Source: an optimization exercise on an open RTL-to-GDS flow (aim: small area, a short achievable clock period and few clock cycles per item). Production flows keep margins and buffers that such runs may drop.
Function not checked in this run: the RTL went through the layout flow alone.
Power figures rest on the tool's default switching activity, not on a simulated workload.

## flow/run.sh

```bash
#!/bin/bash
# synth_recipe.tcl (not shown) runs the flow's synth.tcl, then flattens the netlist and writes it again
# the make line also repeats each setting of config.mk as NAME=value (left out here)
make -C /OpenROAD-flow-scripts/flow DESIGN_CONFIG=/design/flow/config.mk WORK_HOME=/design/flow/orfs CLKGATE_MAP_FILE= SYNTH_SCRIPT=/design/flow/synth_recipe.tcl finish
```

## flow/design.v

```verilog
`timescale 1ns/1ns
package llc_geom_pkg;
  localparam int unsigned NUM_WAYS = 4;
  localparam int unsigned DEF_NUM_LINES = 16;
  localparam int unsigned DEF_TAG_WIDTH = 12;
endpackage
`timescale 1ns/1ns
package llc_op_pkg;
  localparam int unsigned MODE_W = 2;
  localparam logic [MODE_W-1:0] MODE_FLUSH = 2'b10;
  localparam logic [MODE_W-1:0] MODE_LOOKUP = 2'b11;
  localparam int unsigned TW_DIT_BIT = 0;
  localparam int unsigned TW_VAL_BIT = 1;
  localparam int unsigned TW_FLAG_BITS = 2;
endpackage
`timescale 1ns/1ns
import llc_geom_pkg::*;
import llc_op_pkg::*;
module llc_tag_store #(
  parameter int unsigned NumLines = DEF_NUM_LINES,
  parameter int unsigned TagWidth = DEF_TAG_WIDTH,
  localparam int unsigned IdxWidth = $clog2(NumLines)
) (
  input  logic                clk_i,
  input  logic                rst_n_i,
  input  logic                req_valid_i,
  output logic                req_ready_o,
  input  logic [MODE_W-1:0]   req_mode_i,
  input  logic [IdxWidth-1:0] req_index_i,
  input  logic [TagWidth-1:0] req_tag_i,
  input  logic                req_dirty_i,
  input  logic [NUM_WAYS-1:0] req_way_i,
  input  logic [NUM_WAYS-1:0] total_lock_i,
  output logic                res_valid_o,
  input  logic                res_ready_i,
  output logic [NUM_WAYS-1:0] res_way_o,
  output logic                res_hit_o,
  output logic                res_evict_o,
  output logic [TagWidth-1:0] res_evict_tag_o
);
  localparam int unsigned W = NUM_WAYS;
  logic [TagWidth-1:0] tag_q  [NumLines][W];
  logic [W-1:0]        val_q  [NumLines];
  logic [W-1:0]        dit_q  [NumLines];
  logic [2:0]          tree_q [NumLines];
  logic                ready_q;
  logic                b_v, c_v;
  logic                b_lk, c_lk;             
  logic [IdxWidth-1:0] b_idx, c_idx;
  logic [TagWidth-1:0] b_tag, c_tag;
  logic                b_dty, c_dty;
  logic [W-1:0]        b_way, c_way;
  logic [W-1:0]        b_lock, c_lock;
  logic [TagWidth-1:0] bt [W];
  logic [W-1:0]        bv, bd;
  logic [2:0]          btr;
  logic                wmb;                    
  logic                w2mb;                   
  logic                samec;                  
  logic [TagWidth-1:0] ct [W];
  logic [W-1:0]        cv, cd, c_eq, f_we;
  logic [2:0]          ctr;
  logic                w_v;
  logic [IdxWidth-1:0] w_idx;
  logic [TagWidth-1:0] w_tag;
  logic [W-1:0]        w_twe, w_val, w_dit;
  logic [2:0]          w_tree;
  logic [TagWidth-1:0] w2_tag;
  logic [W-1:0]        w2_twe, w2_val, w2_dit;
  logic [2:0]          w2_tree;
  localparam int unsigned RspW = W + 2 + TagWidth;
  logic                out_v;
  logic [RspW-1:0]     ring [3];
  logic [1:0]          r_wp, r_rp, r_cnt;
  logic accept, known, pop;
  assign req_ready_o = ready_q;
  assign res_valid_o = out_v;
  assign accept  = req_valid_i & ready_q;
  assign known   = req_mode_i[1];
  assign pop     = out_v & res_ready_i;
  logic [W-1:0]        hit, free_w, free_low, tree_oh, usable, vict, miss_way, resp_way;
  logic [W-1:0]        tag_we_w, new_val, new_dit, esel;
  logic [1:0]          tree_way;
  logic [2:0]          new_tree;
  logic                any_hit, up_dirty, resp_hit, resp_ev;
  logic [TagWidth-1:0] resp_etag;
  logic [TagWidth-1:0] eff_ct [W];
  always_comb begin
    for (int w = 0; w < W; w++) begin
      eff_ct[w] = f_we[w] ? w_tag : ct[w];
    end
    hit      = c_way & cv & c_eq;
    any_hit  = |hit;
    free_w   = c_way & ~cv;
    free_low = free_w & (~free_w + 1'b1);
    tree_way = ctr[0] ? {1'b1, ctr[2]} : {1'b0, ctr[1]};
    tree_oh  = W'(1) << tree_way;
    usable   = c_way & ~c_lock;
    vict     = (|(tree_oh & usable)) ? tree_oh : (usable & (~usable + 1'b1));
    miss_way = (|free_w) ? free_low : vict;
    resp_hit = c_lk & any_hit;
    if (c_lk) begin
      resp_way = any_hit ? hit : miss_way;
      esel     = miss_way;
    end else begin
      resp_way = c_way;
      esel     = c_way;
    end
    resp_ev   = ~resp_hit & (|(esel & cv & cd));
    resp_etag = '0;
    for (int w = 0; w < W; w++) begin
      resp_etag = resp_etag | (eff_ct[w] & {TagWidth{esel[w] & cv[w]}});
    end
    resp_etag = resp_etag & {TagWidth{~resp_hit}};
    up_dirty = c_dty & ~(|(hit & cd));
    tag_we_w = (c_lk & ~any_hit) ? miss_way : '0;
    if (c_lk) begin
      new_val = cv | tag_we_w;
      new_dit = any_hit ? (cd | (hit & {W{up_dirty}}))
                        : ((cd & ~tag_we_w) | (tag_we_w & {W{c_dty}}));
    end else begin
      new_val = cv & ~c_way;
      new_dit = cd;
    end
    new_tree = ctr;
    if (c_lk) begin
      if (|resp_way[1:0]) begin
        new_tree[0] = 1'b1;
        new_tree[1] = resp_way[0];
      end else if (|resp_way[3:2]) begin
        new_tree[0] = 1'b0;
        new_tree[2] = resp_way[2];
      end
    end
  end
  always_ff @(posedge clk_i) begin
    if (!rst_n_i) begin
      w_v <= 1'b0;
    end else begin
      w_v <= c_v;
    end
  end
  always_ff @(posedge clk_i) begin
    w_idx  <= c_idx;
    w_twe  <= tag_we_w;
    w_val  <= new_val;
    w_dit  <= new_dit;
    w_tree <= new_tree;
    w_tag  <= c_tag;
    w2_tag  <= w_tag;
    w2_twe  <= w_twe;
    w2_val  <= w_val;
    w2_dit  <= w_dit;
    w2_tree <= w_tree;
  end
  always_ff @(posedge clk_i) begin
    if (w_v) begin
      for (int w = 0; w < W; w++) begin
        if (w_twe[w]) tag_q[w_idx][w] <= w_tag;
      end
      dit_q[w_idx] <= w_dit;
    end
  end
  always_ff @(posedge clk_i) begin
    if (!rst_n_i) begin
      for (int s = 0; s < NumLines; s++) begin
        val_q[s]  <= '0;
        tree_q[s] <= '0;
      end
    end else if (w_v) begin
      val_q[w_idx]  <= w_val;
      tree_q[w_idx] <= w_tree;
    end
  end
  logic [NumLines-1:0] in_oh;
  logic [TagWidth-1:0] rd_tag [W];
  logic [W-1:0]        rd_val, rd_dit;
  logic [2:0]          rd_tree;
  always_comb begin
    in_oh   = NumLines'(1) << req_index_i;
    rd_val  = '0;
    rd_dit  = '0;
    rd_tree = '0;
    for (int w = 0; w < W; w++) rd_tag[w] = '0;
    for (int s = 0; s < NumLines; s++) begin
      for (int w = 0; w < W; w++) rd_tag[w] = rd_tag[w] | (tag_q[s][w] & {TagWidth{in_oh[s]}});
      rd_val  = rd_val  | (val_q[s]  & {W{in_oh[s]}});
      rd_dit  = rd_dit  | (dit_q[s]  & {W{in_oh[s]}});
      rd_tree = rd_tree | (tree_q[s] & {3{in_oh[s]}});
    end
  end
  logic [TagWidth-1:0] eb_tag [W];
  logic [W-1:0]        eb_val, eb_dit, eq_b;
  logic [2:0]          eb_tree;
  logic                ceq;
  always_comb begin
    for (int w = 0; w < W; w++) begin
      eb_tag[w] = (wmb & w_twe[w]) ? w_tag : ((w2mb & w2_twe[w]) ? w2_tag : bt[w]);
      eq_b[w]   = (eb_tag[w] == b_tag);
    end
    eb_val  = wmb ? w_val  : (w2mb ? w2_val  : bv);
    eb_dit  = wmb ? w_dit  : (w2mb ? w2_dit  : bd);
    eb_tree = wmb ? w_tree : (w2mb ? w2_tree : btr);
    ceq     = (c_tag == b_tag);
  end
  always_ff @(posedge clk_i) begin
    b_lk   <= req_mode_i[0];
    b_idx  <= req_index_i;
    b_tag  <= req_tag_i;
    b_dty  <= req_dirty_i;
    b_way  <= req_way_i;
    b_lock <= total_lock_i;
    for (int w = 0; w < W; w++) bt[w] <= rd_tag[w];
    bv     <= rd_val;
    bd     <= rd_dit;
    btr    <= rd_tree;
  end
  always_ff @(posedge clk_i) begin
    begin
      c_lk   <= b_lk;
      c_idx  <= b_idx;
      c_tag  <= b_tag;
      c_dty  <= b_dty;
      c_way  <= b_way;
      c_lock <= b_lock;
      for (int w = 0; w < W; w++) ct[w] <= eb_tag[w];
      if (samec) begin
        for (int w = 0; w < W; w++) c_eq[w] <= tag_we_w[w] ? ceq : eq_b[w];
        cv   <= new_val;
        cd   <= new_dit;
        ctr  <= new_tree;
        f_we <= tag_we_w;
      end else begin
        c_eq <= eq_b;
        cv   <= eb_val;
        cd   <= eb_dit;
        ctr  <= eb_tree;
        f_we <= '0;
      end
    end
  end
  logic [RspW-1:0] resp, ring_head;
  logic            out_load, ring_empty, ring_push, ring_pop;
  logic [1:0]      r_cnt_n;
  assign resp       = {resp_way, resp_hit, resp_ev, resp_etag};
  assign ring_head  = ring[r_rp];
  assign ring_empty = (r_cnt == 2'd0);
  assign out_load   = ~out_v | pop;
  assign ring_pop   = out_load & ~ring_empty;
  assign ring_push  = c_v & ~(out_load & ring_empty);
  assign r_cnt_n    = r_cnt + 2'(ring_push) - 2'(ring_pop);
  always_ff @(posedge clk_i) begin
    if (out_load) begin
      {res_way_o, res_hit_o, res_evict_o, res_evict_tag_o} <= ring_empty ? resp : ring_head;
    end
    if (ring_push) ring[r_wp] <= resp;
  end
  always_ff @(posedge clk_i) begin
    if (!rst_n_i) begin
      r_wp  <= '0;
      r_rp  <= '0;
      r_cnt <= '0;
    end else begin
      if (ring_push) r_wp <= (r_wp == 2'd2) ? 2'd0 : r_wp + 2'd1;
      if (ring_pop)  r_rp <= (r_rp == 2'd2) ? 2'd0 : r_rp + 2'd1;
      r_cnt <= r_cnt_n;
    end
  end
  logic b_v_n, out_v_n;
  assign b_v_n   = accept & known;
  assign out_v_n = out_load ? (~ring_empty | c_v) : out_v;
  always_ff @(posedge clk_i) begin
    if (!rst_n_i) begin
      ready_q <= 1'b1;
      b_v     <= 1'b0;
      c_v     <= 1'b0;
      out_v   <= 1'b0;
      wmb     <= 1'b0;
      w2mb    <= 1'b0;
      samec   <= 1'b0;
    end else begin
      ready_q <= (3'(b_v_n) + 3'(b_v) + 3'(out_v_n) + 3'(r_cnt_n)) < 3'd4;
      b_v     <= b_v_n;
      c_v     <= b_v;
      out_v   <= out_v_n;
      wmb     <= c_v & (c_idx == req_index_i);
      w2mb    <= w_v & (w_idx == req_index_i);
      samec   <= b_v & (b_idx == req_index_i);
    end
  end
endmodule
```

## flow/config.mk

```make
export PLATFORM = sky130hd
export DESIGN_NAME = llc_tag_store
export DESIGN_NICKNAME = llc_tag_store
export VERILOG_FILES = /design/flow/design.v
export SDC_FILE = /design/flow/constraint.sdc
export NUM_CORES = 4
export LEC_CHECK = 0
export ABC_CLOCK_PERIOD_IN_PS = 2200
export CAP_MARGIN = 20
export CORE_MARGIN = 2
export CORE_UTILIZATION = 45
export CTS_CLUSTER_DIAMETER = 90
export CTS_CLUSTER_SIZE = 26
export SETUP_SLACK_MARGIN = 2.7
export SLEW_MARGIN = 20
export TNS_END_PERCENT = 5
```

## flow/constraint.sdc

```tcl
create_clock -name core_clock -period 5.0 [get_ports {clk_i}]
set_input_delay 1.0000 -clock core_clock [delete_from_list [all_inputs] [get_ports {clk_i}]]
set_output_delay 1.0000 -clock core_clock [all_outputs]
set_load 0.01 [all_outputs]
```

==> results.txt <==
[final timing paths]
| path | startpoint | to |
|---|---|---|
| hold reg to reg | b_lock[2] | c_lock[2] |
| setup / recovery | req_index_i[1] | btr[1] |
| hold / removal | b_lock[2] | c_lock[2] |
| setup reg to reg | c_way[0] | res_evict_tag_o[4] |
[repair_timing]
action	in CTS	in global routing
buffers inserted	13	5
hold buffers	0	0
gates resized for setup	105	64
pin swaps	6	12
cloned	5	1
endpoints found under the setup margin	1045	1025
[metal layers]
| metal | track usage (%) | part of all wire [%] |
|---|---|---|
| met1 | 36.3 | 39 |
| met2 | 43.7 | 48 |
| met3 | 4.75 | 9.6 |
| met4 | 8.52 | 3.4 |
| met5 | 0 | 0.034 |
[cell type report]
type,count,share of cell area (%)
flip-flops and latches,1268,67.3
repair buffers,168,3.12
multi-input cells,1635,23.1
inverters,11,0.0781
clock inverters,6,0.166
diodes,1,0.00473
well taps,1391,3.29
clock buffers,95,2.95
[power groups by stage]
| stage | Combinational, mW | Sequential (mW) | Clock (mW) |
|---|---|---|---|
| after global routing | 1.83 | 12.1 | 5.83 |
| after detailed placement | 1.63 | 12.3 | 0 |
| after global placement | 1.61 | 12.3 | 0 |
| final | 1.70 | 12.1 | 5.44 |
| after floorplan | 0.958 | 12.2 | 0 |
| after CTS | 1.65 | 12.1 | 5.49 |
[flip-flops by register name, summed over array words and instances (netlist names), 12 cells and up, named ones only]
name,flops
tag_q,768
dit_q,64
val_q,64
ring,54
bt,48
ct,48
tree_q,48
b_tag,12
c_tag,12
res_evict_tag_o,12
w2_tag,12
w_tag,12
[cell usage in the layout (no fill, tap or decap), types with 13 or more instances in the layout]
| master | count |
|---|---|
| and2_1 | 146 |
| nand2b_1 | 16 |
| nand4_1 | 46 |
| clkbuf_16 | 57 |
| buf_4 | 91 |
| nor4_1 | 18 |
| nand3b_1 | 52 |
| dfxtp_1 | 233 |
| a221oi_1 | 68 |
| o31a_1 | 48 |
| nor2b_1 | 23 |
| or3_1 | 15 |
| clkbuf_1 | 38 |
| a222oi_1 | 18 |
| mux2_2 | 15 |
| nand3_1 | 30 |
| o21ai_0 | 64 |
| nand2_1 | 53 |
| dlygate4sd2_1 | 20 |
| dfxtp_2 | 15 |
| nor2_1 | 98 |
| mux2i_1 | 85 |
| o2111a_1 | 23 |
| and3_1 | 58 |
| a22oi_1 | 259 |
| and2_2 | 40 |
| a22o_1 | 86 |
| a21boi_0 | 51 |
| xor2_1 | 67 |
| clkdlybuf4s50_1 | 25 |
| a21oi_1 | 46 |
| buf_12 | 15 |
| edfxtp_1 | 1016 |
| nor3_2 | 13 |
[per-stage QoR]
| stage | setup slack, ns | cells | area (um^2) | power [mW] |
|---|---|---|---|---|
| final | 2.41 | 4575 | 52900 | 19.2 |
| after global routing | 2.36 | 4574 | 52900 | 19.8 |
| after CTS | 2.44 | 4566 | 52600 | 19.2 |
| after detailed placement | 0.809 | 4447 | 50400 | 14.0 |
| after global placement | 0.856 | 4447 | 50400 | 13.9 |
| after floorplan | 2.28 | 3122 | 48100 | 13.1 |
[cell usage after synthesis, drive strengths merged (52+ instances only)]
master	instances
mux2i	85
a221oi	75
nor2	116
o21ai	76
xor2	67
and2	193
a22oi	260
edfxtp	1016
a22o	86
and3	58
nand3b	52
nand2	57
dfxtp	252
clkbuf	179
[cells by family (layout without fill, tap and decap cells)]
logic type / after synthesis / in the layout / synth area share, %
flops: 1268 / 1268 / 74.0
mux: 103 / 103 / 2.20
buf+inv: 222 / 280 / 1.79
compound gates: 762 / 762 / 12.2
simple gates: 689 / 692 / 8.27
other cells: 0 / 1 / 0
xor+xnor: 74 / 74 / 1.35
fa+ha+maj: 4 / 4 / 0.120
[critical path, stage by stage]
cell and delay, ns:
buf_6 0.21, buf_12 0.20, nor2b_1 0.14, buf_4 0.23
and2_0 0.97, a22o_1 0.26, a21oi_1 0.09, nand4_1 0.09
==> results.py <==
metrics = {
    "routing": {
        "firstDrtPassIters": 8,
        "vias": 29100,
        "totalWireLength_um": 148000,
        "route.detailed.drc": 0,
        "ant_nets": 0,
        "wl_per_cell_um": 32.3,
        "vias_per_cell": 6.37,
        "drt_first_iter_violations": 3985,
    },
    "timing": {
        "whs_ns": 0.330,
        "rsz0062_at_grt": "true",
        "timing.slew.headroom_pct": 18.5,
        "period_minus_slack_ns": 2.59,
        "final_max_slew_viol_count": 0,
        "hold_violations": 0,
        "fin_skew_ns": 0.0309,
        "fin_crit_sh_pct": 51.8,
        "max_clock_freq_mhz": 386,
        "setup_tns_ns": 0,
        "tightestPinTransition_ns": 1.22,
        "setup_viol_count_final": 0,
    },
    "setup_path": {
        "ff2ff_path_depth": 7,
        "crit_path_start_kind": "input pin",
        "cp-end-kind": "flop",
        "r2r_slack_ns": 2.42,
        "crit_type": "input pin to flop",
        "worstPathRequired_ns": 5.63,
        "arrival_ns": 3.22,
        "path_max_fanout": 18,
    },
    "power": {
        "p_seq_share_pct": 62.9,
        "switching_share_pct": 24.1,
        "p_comb_share_pct": 8.8,
        "power_density_nw_per_um2": 364,
        "switchingPower_mw": 4.64,
        "vdd_drop_max_mv": 0.302,
        "p_int_mw": 14.6,
        "p_leak_nw": 17.0,
        "clockPowerShare_pct": 28.3,
    },
    "run": {
        "cap_violations": 0,
    },
    "placement": {
        "place_congestion": 0.892,
        "port_buffers": 50,
        "dp_hpwl_um": 92100,
    },
    "cts": {
        "root_buffer": "clkbuf_16",
        "clk_pin_slew_ns": 0.11,
        "numCtsBuffers": 55,
        "clock_path_buffers": 3,
        "worstSkewPairLatency_ns": 0.70,
        "numClockSinks": 1268,
        "h-tree-depth": 2,
        "cts_tree": "built",
    },
    "synthesis": {
        "synth.avg_cell_area_um2": 15.4,
        "synth_edf_count": 1016,
        "syn_nets": 3157,
        "ys_warn_count": 6,
        "synth_cell_types": 70,
        "syn-instance-count": 3122,
        "async_reset_ff_share_pct": 0,
        "synth_top_cell_by_area": "edfxtp_1",
        "ys_ff_latch": 1268,
        "synth_top_area_share_pct": 63.5,
        "post_synth_main_area_contributors": "edfxtp_1, dfxtp_1, a22oi_1",
        "synth_seq_area_share_pct": 74.0,
        "netlist_area_um2": 48000,
        "ys.flop_type": "edfxtp_1",
    },
    "floorplan": {
        "core_um2": 106000,
        "num_rows": 119,
        "die_y_um": 331,
        "die_w_um": 331,
        "die_area_um2": 109000,
        "io_pins": 51,
        "start_util_pct": 45.5,
    },
    "grt": {
        "grt_max_degree": 81,
        "grt-ovfl-total": 0,
        "antenna_found_initial": 13,
        "grt.total_usage_pct": 26.7,
        "grt_pass1_wl_um": 208000,
        "grt_pass1_vias": 28200,
    },
    "finish": {
        "multi_input_area_um2": 12200,
        "fillers": 8675,
        "syn_to_final_growth_pct": 10.0,
        "regArea_um2": 35600,
        "drive_above_1_share_pct": 11.6,
        "fin_util_pct": 50.1,
        "layout.nets": 3174,
    },
    "outcome": {
        "status": "timing/DRC/antenna clean",
    },
    "hold_path": {
        "holdPathStages": 0,
        "hp-class": "flop to flop",
    },
}

afterwards: timing with drivers on the ports:
How much do the figures lean on ideal ports? The routed layout below was timed once more, with nothing changed but the port constraints. Step 1, drivers: a clkbuf_16 drives clk_i and a buf_2 each remaining input, both assumed. Step 2 adds t to the input delays and takes it off the output delays; t is the mean of the earliest and latest rising clock arrival at the registers after step 1. Input paths then give back, and output paths get back, about the clock's delay inside the block. Three values: no drivers, after step 1, after step 2; two values: the first two.
shift t [ns]: 0.755
setup slack, ns: 2.408 / 2.354 / 1.599
worst setup path at the end: input to register
After both steps setup and hold are still met in this run. The setup slack of this run moves by -0.054 ns with the drivers and by -0.809 ns with both steps.
